From an optimization exercise on the open Yosys and OpenROAD flow, aimed at small area and a short achievable clock period; shortcuts taken in it are not production practice.
Where RTL was checked, it was by simulation tests only, not by an equivalence proof against the original.
Power and IR drop assume default switching activity.

==> fjord <==
// cpu_core
module cpu_core (
	input  wire logic               clk_i,
	input  wire logic               rst_i,
	output      logic [32-1:0] imem_addr_o,
	input  wire logic [32-1:0] imem_data_i,     
	output      logic [32-1:0] dmem_addr_o,
	output      logic [32-1:0] dmem_wdata_o,
	input  wire logic [32-1:0] dmem_rdata_i,    
	output      logic               dmem_wr_o,       
	output      logic               dmem_rd_o
);
==> module cpu_core, before the edit <==
module cpu_core (
	input  wire logic               clk_i,
	input  wire logic               rst_i,
	output      logic [32-1:0] imem_addr_o,
	input  wire logic [32-1:0] imem_data_i,     
	output      logic [32-1:0] dmem_addr_o,
	output      logic [32-1:0] dmem_wdata_o,
	input  wire logic [32-1:0] dmem_rdata_i,    
	output      logic               dmem_wr_o,       
	output      logic               dmem_rd_o
);
	cpu_pkg::ctrl_t ctrl;
	logic [5-1:0] rs_idx;
	logic [5-1:0] rt_idx;
	logic [5-1:0] rd_idx;
	logic [5-1:0] dst_idx;
	logic [15:0]        imm;
	logic [25:0]        target;
	logic [32-1:0] rs_data;
	logic [32-1:0] rt_data;
	logic [32-1:0] src_b;
	logic [32-1:0] alu_result;
	logic [32-1:0] wb_data;
	assign rs_idx = imem_data_i[25:21];
	assign rt_idx = imem_data_i[20:16];
	assign rd_idx = imem_data_i[15:11];
	assign imm    = imem_data_i[15:0];
	assign target = imem_data_i[25:0];
	cpu_decoder u_decoder (
		.instr_i (imem_data_i),
		.ctrl_o  (ctrl)
	);
	cpu_pc u_pc (
		.clk_i    (clk_i),
		.rst_i    (rst_i),
		.beq_i    (ctrl.beq),
		.bne_i    (ctrl.bne),
		.jump_i   (ctrl.jump),
		.eq_i     (rs_data == rt_data),
		.imm_i    (imm),
		.target_i (target),
		.pc_o     (imem_addr_o)
	);
	assign dst_idx = ctrl.dst_is_rd ? rd_idx : rt_idx;
	assign wb_data = ctrl.mem_read ? dmem_rdata_i : alu_result;
	cpu_regfile u_regfile (
		.clk_i     (clk_i),
		.rst_i     (rst_i),
		.rs_idx_i  (rs_idx),
		.rt_idx_i  (rt_idx),
		.rs_data_o (rs_data),
		.rt_data_o (rt_data),
		.wr_idx_i  (dst_idx),
		.wr_data_i (wb_data),
		.wr_en_i   (ctrl.reg_write)
	);
	always_comb begin
		if (ctrl.b_is_rt)      src_b = rt_data;
		else if (ctrl.b_sext)  src_b = {{(32-16){imm[15]}}, imm};
		else if (ctrl.b_upper) src_b = {imm, 16'h0000};
		else                   src_b = {{(32-16){1'b0}}, imm};
	end
	cpu_alu u_alu (
		.ctrl_i   (ctrl),
		.a_i      (rs_data),
		.b_i      (src_b),
		.result_o (alu_result)
	);
	logic               addr_cout;
	logic [32-1:0] addr_p;
	logic [32-1:0] addr_g;
	cpu_add #(.W(32), .ARCH(0)) u_addr (
		.a_i    (rs_data),
		.b_i    ({{(32-16){imm[15]}}, imm}),
		.cin_i  (1'b0),
		.s_o    (dmem_addr_o),
		.cout_o (addr_cout),
		.p_o    (addr_p),
		.g_o    (addr_g)
	);
	assign dmem_wdata_o = rt_data;
	assign dmem_rd_o    = ctrl.mem_read;
	assign dmem_wr_o    = ctrl.mem_write & ~rst_i;
endmodule
export LEC_CHECK = 0
export CAP_MARGIN = 20
export CORE_MARGIN = 2
export CORE_UTILIZATION = 50
export SETUP_SLACK_MARGIN = 1.5
export SLEW_MARGIN = 20
export SYNTH_HIERARCHICAL = 1
create_clock -name core_clock -period 11.0 [get_ports {clk_i}]
standard.sh (not shown) runs the stock make flow with config.mk's settings and CLKGATE_MAP_FILE= SYNTH_SCRIPT=/design/flow/synth_recipe.tcl, a recipe that flattens the netlist after the stock synthesis.
==> flow/flow/run.sh <==
#!/bin/bash
# Own layout flow: the standard ORFS flow, with the two register-file
# read ports mapped by hand (flow/gen_rdport.py) instead of by ABC.
# Every tool's output goes to a log file in this folder.
set -euo pipefail
W=$(pwd)

# hand-mapped read port cells
python3 flow/gen_rdport.py "$W/rdport_cells.v" > "$W/gen_rdport.log" 2>&1

# The standard flow's synthesis script, with the read port module swapped before flattening
python3 - "$W" <<'PY' > "$W/my_synth.log" 2>&1
import sys
w = sys.argv[1]
s = open(f"{w}/synth_recipe.tcl").read()
swap = (
    "yosys delete cpu_rdport\n"
    f"yosys read_verilog {w}/rdport_cells.v\n"
    "yosys hierarchy -top $::env(DESIGN_NAME)\n"
)
key = "setattr -mod -unset keep_hierarchy"
assert key in s
s = s.replace(key, swap + key, 1)
open(f"{w}/my_synth.tcl", "w").write(s)
print(s)
PY

bash standard.sh SYNTH_SCRIPT="$W/my_synth.tcl" BUFFER_PORTS_ARGS="-buffer_cell sky130_fd_sc_hd__buf_2" finish > "$W/make_finish.log" 2>&1
==> flow/flow/gen_rdport.py <==
#!/usr/bin/env python3
"""Writes rdport_cells.v: the cpu_rdport read-port module (31 registers by
one-hot select, 32 bits) as sky130_fd_sc_hd cells: a222oi groups of three
registers, then a nand tree and an or3 per bit."""
W, R = 32, 31
o = []
o.append("module cpu_rdport (regs_i, sel_i, data_o);")
o.append(f"  input [{R*W-1}:0] regs_i;")
o.append(f"  input [{R-1}:0] sel_i;")
o.append(f"  output [{W-1}:0] data_o;")
for b in range(W):
    def d(r):  # register r (1..31), bit b; packed [31:1] puts r1 at the bottom
        return f"regs_i[{(r-1)*W + b}]"
    def s(r):
        return f"sel_i[{r-1}]"
    t = []
    for k in range(10):
        r0 = 3*k + 1
        n = f"rp_t{b}_{k}"
        o.append(f"  wire {n};")
        o.append(f"  sky130_fd_sc_hd__a222oi_1 rp_a{b}_{k} (.A1({s(r0)}), .A2({d(r0)}), .B1({s(r0+1)}), .B2({d(r0+1)}), .C1({s(r0+2)}), .C2({d(r0+2)}), .Y({n}));")
        t.append(n)
    n = f"rp_t{b}_10"
    o.append(f"  wire {n};")
    o.append(f"  sky130_fd_sc_hd__nand2_1 rp_n{b}_10 (.A({s(31)}), .B({d(31)}), .Y({n}));")
    t.append(n)
    for j, (grp, cell) in enumerate([(t[0:4], "nand4_1"), (t[4:8], "nand4_1"), (t[8:11], "nand3_1")]):
        n = f"rp_u{b}_{j}"
        o.append(f"  wire {n};")
        pins = "".join(f".{p}({x}), " for p, x in zip("ABCD", grp))
        o.append(f"  sky130_fd_sc_hd__{cell} rp_m{b}_{j} ({pins}.Y({n}));")
    o.append(f"  sky130_fd_sc_hd__or3_1 rp_o{b} (.A(rp_u{b}_0), .B(rp_u{b}_1), .C(rp_u{b}_2), .X(data_o[{b}]));")
o.append("endmodule")
open(__import__("sys").argv[1] if len(__import__("sys").argv) > 1 else "rdport_cells.v", "w").write("\n".join(o) + "\n")
==> inputs of pepper, as changes to fjord <==
--- a/flow/design.v
+++ b/flow/design.v
@@ -146,62 +146,52 @@
 	input  wire logic [32-1:0] a_i,
 	input  wire logic [32-1:0] b_i,
 	output      logic [32-1:0] result_o
 );
 	logic [32-1:0] sum;
 	logic               cout;
 	logic               lt_s;
 	logic               lt_u;
-	logic [32-1:0] x_ab;       
-	logic [32-1:0] a_ab;       
-	logic [32-1:0] o_ab;
 	cpu_add #(.W(32), .ARCH(1)) u_add (
 		.a_i    (a_i),
 		.b_i    (b_i ^ {32{ctrl_i.sub}}),
 		.cin_i  (ctrl_i.sub),
 		.s_o    (sum),
-		.cout_o (cout),
-		.p_o    (x_ab),
-		.g_o    (a_ab)
+		.cout_o (cout)
 	);
-	assign o_ab = x_ab | a_ab;
 	assign lt_u = ~cout;
 	assign lt_s = (a_i[32-1] ^ b_i[32-1]) ? a_i[32-1] : ~cout;
 	assign result_o = ({32{ctrl_i.sel_add}} & sum)
-	                | ({32{ctrl_i.sel_and}} & a_ab)
-	                | ({32{ctrl_i.sel_or}}  & o_ab)
-	                | ({32{ctrl_i.sel_xor}} & x_ab)
-	                | ({32{ctrl_i.sel_nor}} & ~o_ab)
+	                | ({32{ctrl_i.sel_and}} & (a_i & b_i))
+	                | ({32{ctrl_i.sel_or}}  & (a_i | b_i))
+	                | ({32{ctrl_i.sel_xor}} & (a_i ^ b_i))
+	                | ({32{ctrl_i.sel_nor}} & ~(a_i | b_i))
 	                | ({32{ctrl_i.sel_b}}   & b_i)
 	                | {{(32-1){1'b0}}, (ctrl_i.sel_slt & lt_s) | (ctrl_i.sel_sltu & lt_u)};
 endmodule
 `default_nettype wire
 `default_nettype none
 module cpu_add #(
 	parameter int W    = 32,
 	parameter int ARCH = 0
 ) (
 	input  wire logic [W-1:0] a_i,
 	input  wire logic [W-1:0] b_i,
 	input  wire logic         cin_i,
 	output      logic [W-1:0] s_o,
-	output      logic         cout_o,
-	output      logic [W-1:0] p_o,           
-	output      logic [W-1:0] g_o            
+	output      logic         cout_o
 );
 	localparam int N = W + 1;            
-	localparam int L = (N <= 16) ? 4 : (N <= 32) ? 5 : 6;     
+	localparam int L = $clog2(N);
 	logic [N-1:0] g [0:2*L];
 	logic [N-1:0] p [0:2*L];
 	logic [W-1:0] hp;                    
 	assign hp   = a_i ^ b_i;
-	assign p_o  = hp;
-	assign g_o  = a_i & b_i;
-	assign g[0] = {g_o, cin_i};
+	assign g[0] = {a_i & b_i, cin_i};
 	assign p[0] = {hp, 1'b0};
 	if (ARCH == 0) begin : g_ks
 		for (genvar l = 0; l < L; l++) begin : g_lvl
 			for (genvar i = 0; i < N; i++) begin : g_pos
 				if (i >= (1 << l)) begin : g_op
 					assign g[l+1][i] = g[l][i] | (p[l][i] & g[l][i-(1<<l)]);
 					assign p[l+1][i] = p[l][i] & p[l][i-(1<<l)];
 				end else begin : g_cp
@@ -273,33 +263,24 @@
 	input  wire logic [25:0]        target_i,    
 	output      logic [32-1:0] pc_o
 );
 	logic [32-3:0] pc_q;
 	logic [32-3:0] pc_plus1;
 	logic [32-3:0] pc_branch;
 	logic [32-3:0] pc_other;
 	logic               taken;
-	assign inc_c[0] = 1'b1;
-	for (genvar i = 1; i < 32-2; i++) begin : g_inc
-		assign inc_c[i] = inc_c[i-1] & pc_q[i-1];
-	end
-	assign pc_plus1 = pc_q ^ inc_c;
+	assign pc_plus1  = pc_q + 1'b1;
 	logic               br_cout;
-	logic [32-3:0] br_p;
-	logic [32-3:0] br_g;
-	logic [32-3:0] inc_c;      
 	cpu_add #(.W(32-2), .ARCH(1)) u_br (
 		.a_i    (pc_q),
 		.b_i    ({{(32-18){imm_i[15]}}, imm_i}),
 		.cin_i  (1'b1),
 		.s_o    (pc_branch),
-		.cout_o (br_cout),
-		.p_o    (br_p),
-		.g_o    (br_g)
+		.cout_o (br_cout)
 	);
 	assign pc_other  = jump_i ? {pc_plus1[32-3:32-6], target_i} : pc_plus1;
 	assign taken     = (beq_i & eq_i) | (bne_i & ~eq_i);
 	always_ff @(posedge clk_i) begin
 		if (rst_i)
 			pc_q <= '0;
 		else
 			pc_q <= taken ? pc_branch : pc_other;
@@ -372,25 +353,21 @@
 		else                   src_b = {{(32-16){1'b0}}, imm};
 	end
 	cpu_alu u_alu (
 		.ctrl_i   (ctrl),
 		.a_i      (rs_data),
 		.b_i      (src_b),
 		.result_o (alu_result)
 	);
-	logic               addr_cout;
-	logic [32-1:0] addr_p;
-	logic [32-1:0] addr_g;
+	logic addr_cout;
 	cpu_add #(.W(32), .ARCH(0)) u_addr (
 		.a_i    (rs_data),
 		.b_i    ({{(32-16){imm[15]}}, imm}),
 		.cin_i  (1'b0),
 		.s_o    (dmem_addr_o),
-		.cout_o (addr_cout),
-		.p_o    (addr_p),
-		.g_o    (addr_g)
+		.cout_o (addr_cout)
 	);
 	assign dmem_wdata_o = rt_data;
 	assign dmem_rd_o    = ctrl.mem_read;
 	assign dmem_wr_o    = ctrl.mem_write & ~rst_i;
 endmodule
 `default_nettype wire
==> flow/run.sh (new file) <==
#!/bin/bash
# synth_recipe.tcl (not shown) runs the flow's synth.tcl, then flattens the netlist and writes it again
# the make line also repeats each setting of config.mk as NAME=value (left out here)
make -C /OpenROAD-flow-scripts/flow DESIGN_CONFIG=/design/flow/config.mk WORK_HOME=/design/flow/orfs CLKGATE_MAP_FILE= SYNTH_SCRIPT=/design/flow/synth_recipe.tcl finish
Settings changed: CORE_UTILIZATION 50 to 60, SETUP_SLACK_MARGIN 1.5 to 3.
removed: flow/flow/run.sh
removed: flow/flow/gen_rdport.py
removed: flow/standard.sh
==> inputs of garnet, as changes to fjord <==
--- a/flow/design.v
+++ b/flow/design.v
@@ -372,25 +372,38 @@
 		else                   src_b = {{(32-16){1'b0}}, imm};
 	end
 	cpu_alu u_alu (
 		.ctrl_i   (ctrl),
 		.a_i      (rs_data),
 		.b_i      (src_b),
 		.result_o (alu_result)
 	);
-	logic               addr_cout;
-	logic [32-1:0] addr_p;
-	logic [32-1:0] addr_g;
-	cpu_add #(.W(32), .ARCH(0)) u_addr (
-		.a_i    (rs_data),
-		.b_i    ({{(32-16){imm[15]}}, imm}),
-		.cin_i  (1'b0),
-		.s_o    (dmem_addr_o),
-		.cout_o (addr_cout),
-		.p_o    (addr_p),
-		.g_o    (addr_g)
+	cpu_addr_add u_addr (
+		.a_i   (rs_data),
+		.imm_i (imm),
+		.s_o   (dmem_addr_o)
 	);
 	assign dmem_wdata_o = rt_data;
 	assign dmem_rd_o    = ctrl.mem_read;
 	assign dmem_wr_o    = ctrl.mem_write & ~rst_i;
 endmodule
 `default_nettype wire
+`default_nettype none
+module cpu_addr_add (
+	input  wire logic [32-1:0] a_i,
+	input  wire logic [15:0]        imm_i,
+	output      logic [32-1:0] s_o
+);
+	logic       cout;
+	logic [32-1:0] p;
+	logic [32-1:0] g;
+	cpu_add #(.W(32), .ARCH(0)) u_add (
+		.a_i    (a_i),
+		.b_i    ({{(32-16){imm_i[15]}}, imm_i}),
+		.cin_i  (1'b0),
+		.s_o    (s_o),
+		.cout_o (cout),
+		.p_o    (p),
+		.g_o    (g)
+	);
+endmodule
+`default_nettype wire
==> flow/flow/run.sh (replaced) <==
#!/bin/bash
# Own layout flow: the standard ORFS flow, with two modules mapped by
# hand instead of by ABC: the register-file read ports (flow/gen_rdport.py)
# and the load/store address adder (flow/gen_addr.py). Ports get buf_2
# buffers. Every tool's output goes to a log file in this folder.
set -euo pipefail
W=$(pwd)

# hand-mapped cells
python3 flow/gen_rdport.py "$W/rdport_cells.v" > "$W/gen_rdport.log" 2>&1
python3 flow/gen_addr.py "$W/addr_cells.v" > "$W/gen_addr.log" 2>&1

# The standard flow's synthesis script, with those modules swapped before flattening
python3 - "$W" <<'PY' > "$W/my_synth.log" 2>&1
import sys
w = sys.argv[1]
s = open(f"{w}/synth_recipe.tcl").read()
swap = (
    "yosys delete cpu_rdport cpu_addr_add\n"
    f"yosys read_verilog {w}/rdport_cells.v\n"
    f"yosys read_verilog {w}/addr_cells.v\n"
    "yosys hierarchy -top $::env(DESIGN_NAME)\n"
)
key = "setattr -mod -unset keep_hierarchy"
assert key in s
s = s.replace(key, swap + key, 1)
open(f"{w}/my_synth.tcl", "w").write(s)
print(s)
PY

bash standard.sh SYNTH_SCRIPT="$W/my_synth.tcl" BUFFER_PORTS_ARGS="-buffer_cell sky130_fd_sc_hd__buf_2" finish > "$W/make_finish.log" 2>&1
==> flow/flow/gen_addr.py (new file) <==
#!/usr/bin/env python3
"""Writes the cpu_addr_add module (s = a + sext(imm), 32 bits) as
sky130_fd_sc_hd cells: a Kogge-Stone carry tree of alternating
o21ai/a21oi levels, with inverters only where a finished carry meets a
level of the other polarity."""
import sys
W = 32
out = sys.argv[1] if len(sys.argv) > 1 else "addr_cells.v"
o = ["module cpu_addr_add (a_i, imm_i, s_o);",
     f"  input [{W-1}:0] a_i;", "  input [15:0] imm_i;", f"  output [{W-1}:0] s_o;"]
n = [0]
def cell(typ, pins):
    n[0] += 1
    y = f"aa_w{n[0]}"
    o.append(f"  wire {y};")
    o.append(f"  sky130_fd_sc_hd__{typ} aa_c{n[0]} (" + ", ".join(f".{p}({s})" for p, s in pins) + f", .Y({y}));")
    return y
def b(i):
    return f"imm_i[{min(i, 15)}]"
# level 0: active-low generate and transmit per bit
G = {}; T = {}   # position -> (signal, polarity) ; polarity 1 = active high
for i in range(W):
    G[i] = (cell("nand2_1", [("A", f"a_i[{i}]"), ("B", b(i))]), 0)
    T[i] = (cell("nor2_1", [("A", f"a_i[{i}]"), ("B", b(i))]), 0)
P = [cell("xnor2_1", [("A", f"a_i[{i}]"), ("B", b(i))]) for i in range(W)]   # ~(a ^ b)
inv_cache = {}
def as_pol(sig, pol, want):
    if pol == want:
        return sig
    if sig not in inv_cache:
        inv_cache[sig] = cell("inv_1", [("A", sig)])
    return inv_cache[sig]
# prefix levels: G[i] covers bits max(0, i-2^l+1)..i
l = 0
while (1 << l) < W:
    d = 1 << l
    nG = dict(G); nT = dict(T)
    for i in range(d, W):
        gh, ph = G[i]; th, _ = T[i]
        gl = as_pol(G[i - d][0], G[i - d][1], ph)
        full = (i - d) < d      # the low group reaches bit 0: it is a finished carry, no T needed
        if ph == 0:     # inputs active low -> o21ai gives active-high G
            nG[i] = (cell("o21ai_0", [("A1", th), ("A2", gl), ("B1", gh)]), 1)
            if not (i < 2 * d):
                tl = as_pol(T[i - d][0], T[i - d][1], 0)
                nT[i] = (cell("nor2_1", [("A", th), ("B", tl)]), 1)
        else:           # inputs active high -> a21oi gives active-low G
            nG[i] = (cell("a21oi_1", [("A1", th), ("A2", gl), ("B1", gh)]), 0)
            if not (i < 2 * d):
                tl = as_pol(T[i - d][0], T[i - d][1], 1)
                nT[i] = (cell("nand2_1", [("A", th), ("B", tl)]), 0)
        if i < 2 * d:
            nT.pop(i, None)
    G, T = nG, nT
    l += 1
# sums: s0 = p0, si = p_i ^ G[i-1]
for i in range(W):
    if i == 0:
        o.append(f"  sky130_fd_sc_hd__inv_1 aa_s0 (.A({P[0]}), .Y(s_o[0]));")
        continue
    c, pol = G[i - 1]
    # P holds ~p: s = p ^ c = ~P ^ c ; xnor(P, c) = ~(P ^ c) = p ^ c when c active high
    if pol == 1:
        o.append(f"  sky130_fd_sc_hd__xnor2_1 aa_s{i} (.A({P[i]}), .B({c}), .Y(s_o[{i}]));")
    else:
        o.append(f"  sky130_fd_sc_hd__xor2_1 aa_s{i} (.A({P[i]}), .B({c}), .X(s_o[{i}]));")
o.append("endmodule")
open(out, "w").write("\n".join(o) + "\n")
--- a/flow/flow/gen_rdport.py
+++ b/flow/flow/gen_rdport.py
@@ -26,9 +26,9 @@
     t.append(n)
     for j, (grp, cell) in enumerate([(t[0:4], "nand4_1"), (t[4:8], "nand4_1"), (t[8:11], "nand3_1")]):
         n = f"rp_u{b}_{j}"
         o.append(f"  wire {n};")
         pins = "".join(f".{p}({x}), " for p, x in zip("ABCD", grp))
         o.append(f"  sky130_fd_sc_hd__{cell} rp_m{b}_{j} ({pins}.Y({n}));")
     o.append(f"  sky130_fd_sc_hd__or3_1 rp_o{b} (.A(rp_u{b}_0), .B(rp_u{b}_1), .C(rp_u{b}_2), .X(data_o[{b}]));")
 o.append("endmodule")
-open(__import__("sys").argv[1] if len(__import__("sys").argv) > 1 else "rdport_cells.v", "w").write("\n".join(o) + "\n")
+open("rdport_cells.v", "w").write("\n".join(o) + "\n")
Settings changed: CORE_UTILIZATION 50 to 45, CTS_BUF_LIST set to sky130_fd_sc_hd__clkbuf_8, SETUP_SLACK_MARGIN 1.5 to 4, TNS_END_PERCENT set to 5.
==> impl_metrics.yaml <==
logic_synthesis:
  synthesis.instances: 3316
layout:
  diodes: 6
detailed_routing:
  wire_per_inst_um: 38.6
pwr:
  pwr-share-seq_pct: 48.7
  leakage_uw: 0.0205
sta:
  setup_slack_ps: 1390
status:
  status: "timing/DRC/antenna clean"
worst_hold_path:
  hold_path_startpoint: "u_pc.pc_q[29]"
floorplan:
  fp-row-count: 114
global_routing:
  grt_pass1_vias: 37000
clock_tree:
  h-tree-depth: 3
critical_path:
  path_max_fanout: 22
the above is filed under fjord

==> impl_metrics.yaml <==
pwr:
  intPower_uw: 7040
  comb_cell_power_uw: 1680
  leakage_uw: 0.0234
global_routing:
  grt_pass1_vias: 43200
sta:
  setup_slack_ps: 2460
  slew_violations: 0
layout:
  reg_top3: "u_regfile.regs: 992 flops, u_pc.pc_q: 30 flops"
  n_sequential_cell: 1022
  regMostFlops: "u_regfile.regs"
  diodes: 11
floorplan:
  fp-row-count: 108
  fp.dieH_um: 299
clock_tree:
  h-tree-depth: 3
  cts.repair.resized: 438
worst_hold_path:
  hold_path_startpoint: "u_pc.pc_q[26]"
critical_path:
  path_max_fanout: 10
detailed_routing:
  wire_per_inst_um: 39.2
status:
  status: "timing/DRC/antenna clean"
the above is filed under pepper

==> impl_metrics.yaml <==
status:
  status: "timing/DRC/antenna clean"
pwr:
  leakage_uw: 0.0225
  pwr-share-seq_pct: 49.7
sta:
  setup_slack_ps: 2990
clock_tree:
  h-tree-depth: 4
critical_path:
  startpoint_type: "primary input"
  crit_top_cell: "buf_16"
  path_max_fanout: 8
  crit_cells: 17
detailed_routing:
  dr_total_vias: 42000
  wire_per_inst_um: 38.3
  wl_met3_mm: 35.8
layout:
  num-multi-input-gates: 2256
  final_nets: 4308
  diodes: 7
  multi_input_area_share_pct: 32.5
floorplan:
  fp-row-count: 120
global_routing:
  grt_pass1_vias: 38900
worst_hold_path:
  hold_path_startpoint: "u_pc.pc_q[29]"
the above is filed under garnet

Function not checked in pepper: the RTL went through the layout flow alone.

## static timing again, ports no longer ideal
The results above use ideal ports. As a check the final layouts listed here were re-extracted and re-timed, cells and wires unchanged.
Step 1 sets driving cells, clkbuf_16 on the clock port and buf_2 on the other inputs (assumed; they add their load-dependent delay and slew).
Step 2 adds t to the input delays and takes it off the output delays; t is the mean of the earliest and latest rising clock arrival at the registers after step 1. Input paths then give back, and output paths get back, about the clock's delay inside the block.
Slacks: no drivers / after step 1 / after step 2; pairs: no drivers / after step 1.
| run | t (ns) | setup WS [ns] | worst data-port slew with drivers (ns) |
|---|---|---|---|
| fjord | 0.768 | 1.395 / 1.375 / 1.119 | 0.10 |
| pepper | 0.791 | 2.459 / 2.398 / 2.172 | 0.18 |
| garnet | 0.951 | 2.987 / 2.857 / 2.379 | 0.21 |
After both steps setup and hold are still met in every run listed. The setup slack of garnet, which loses most, moves by -0.130 ns with the drivers and by -0.608 ns with both steps.
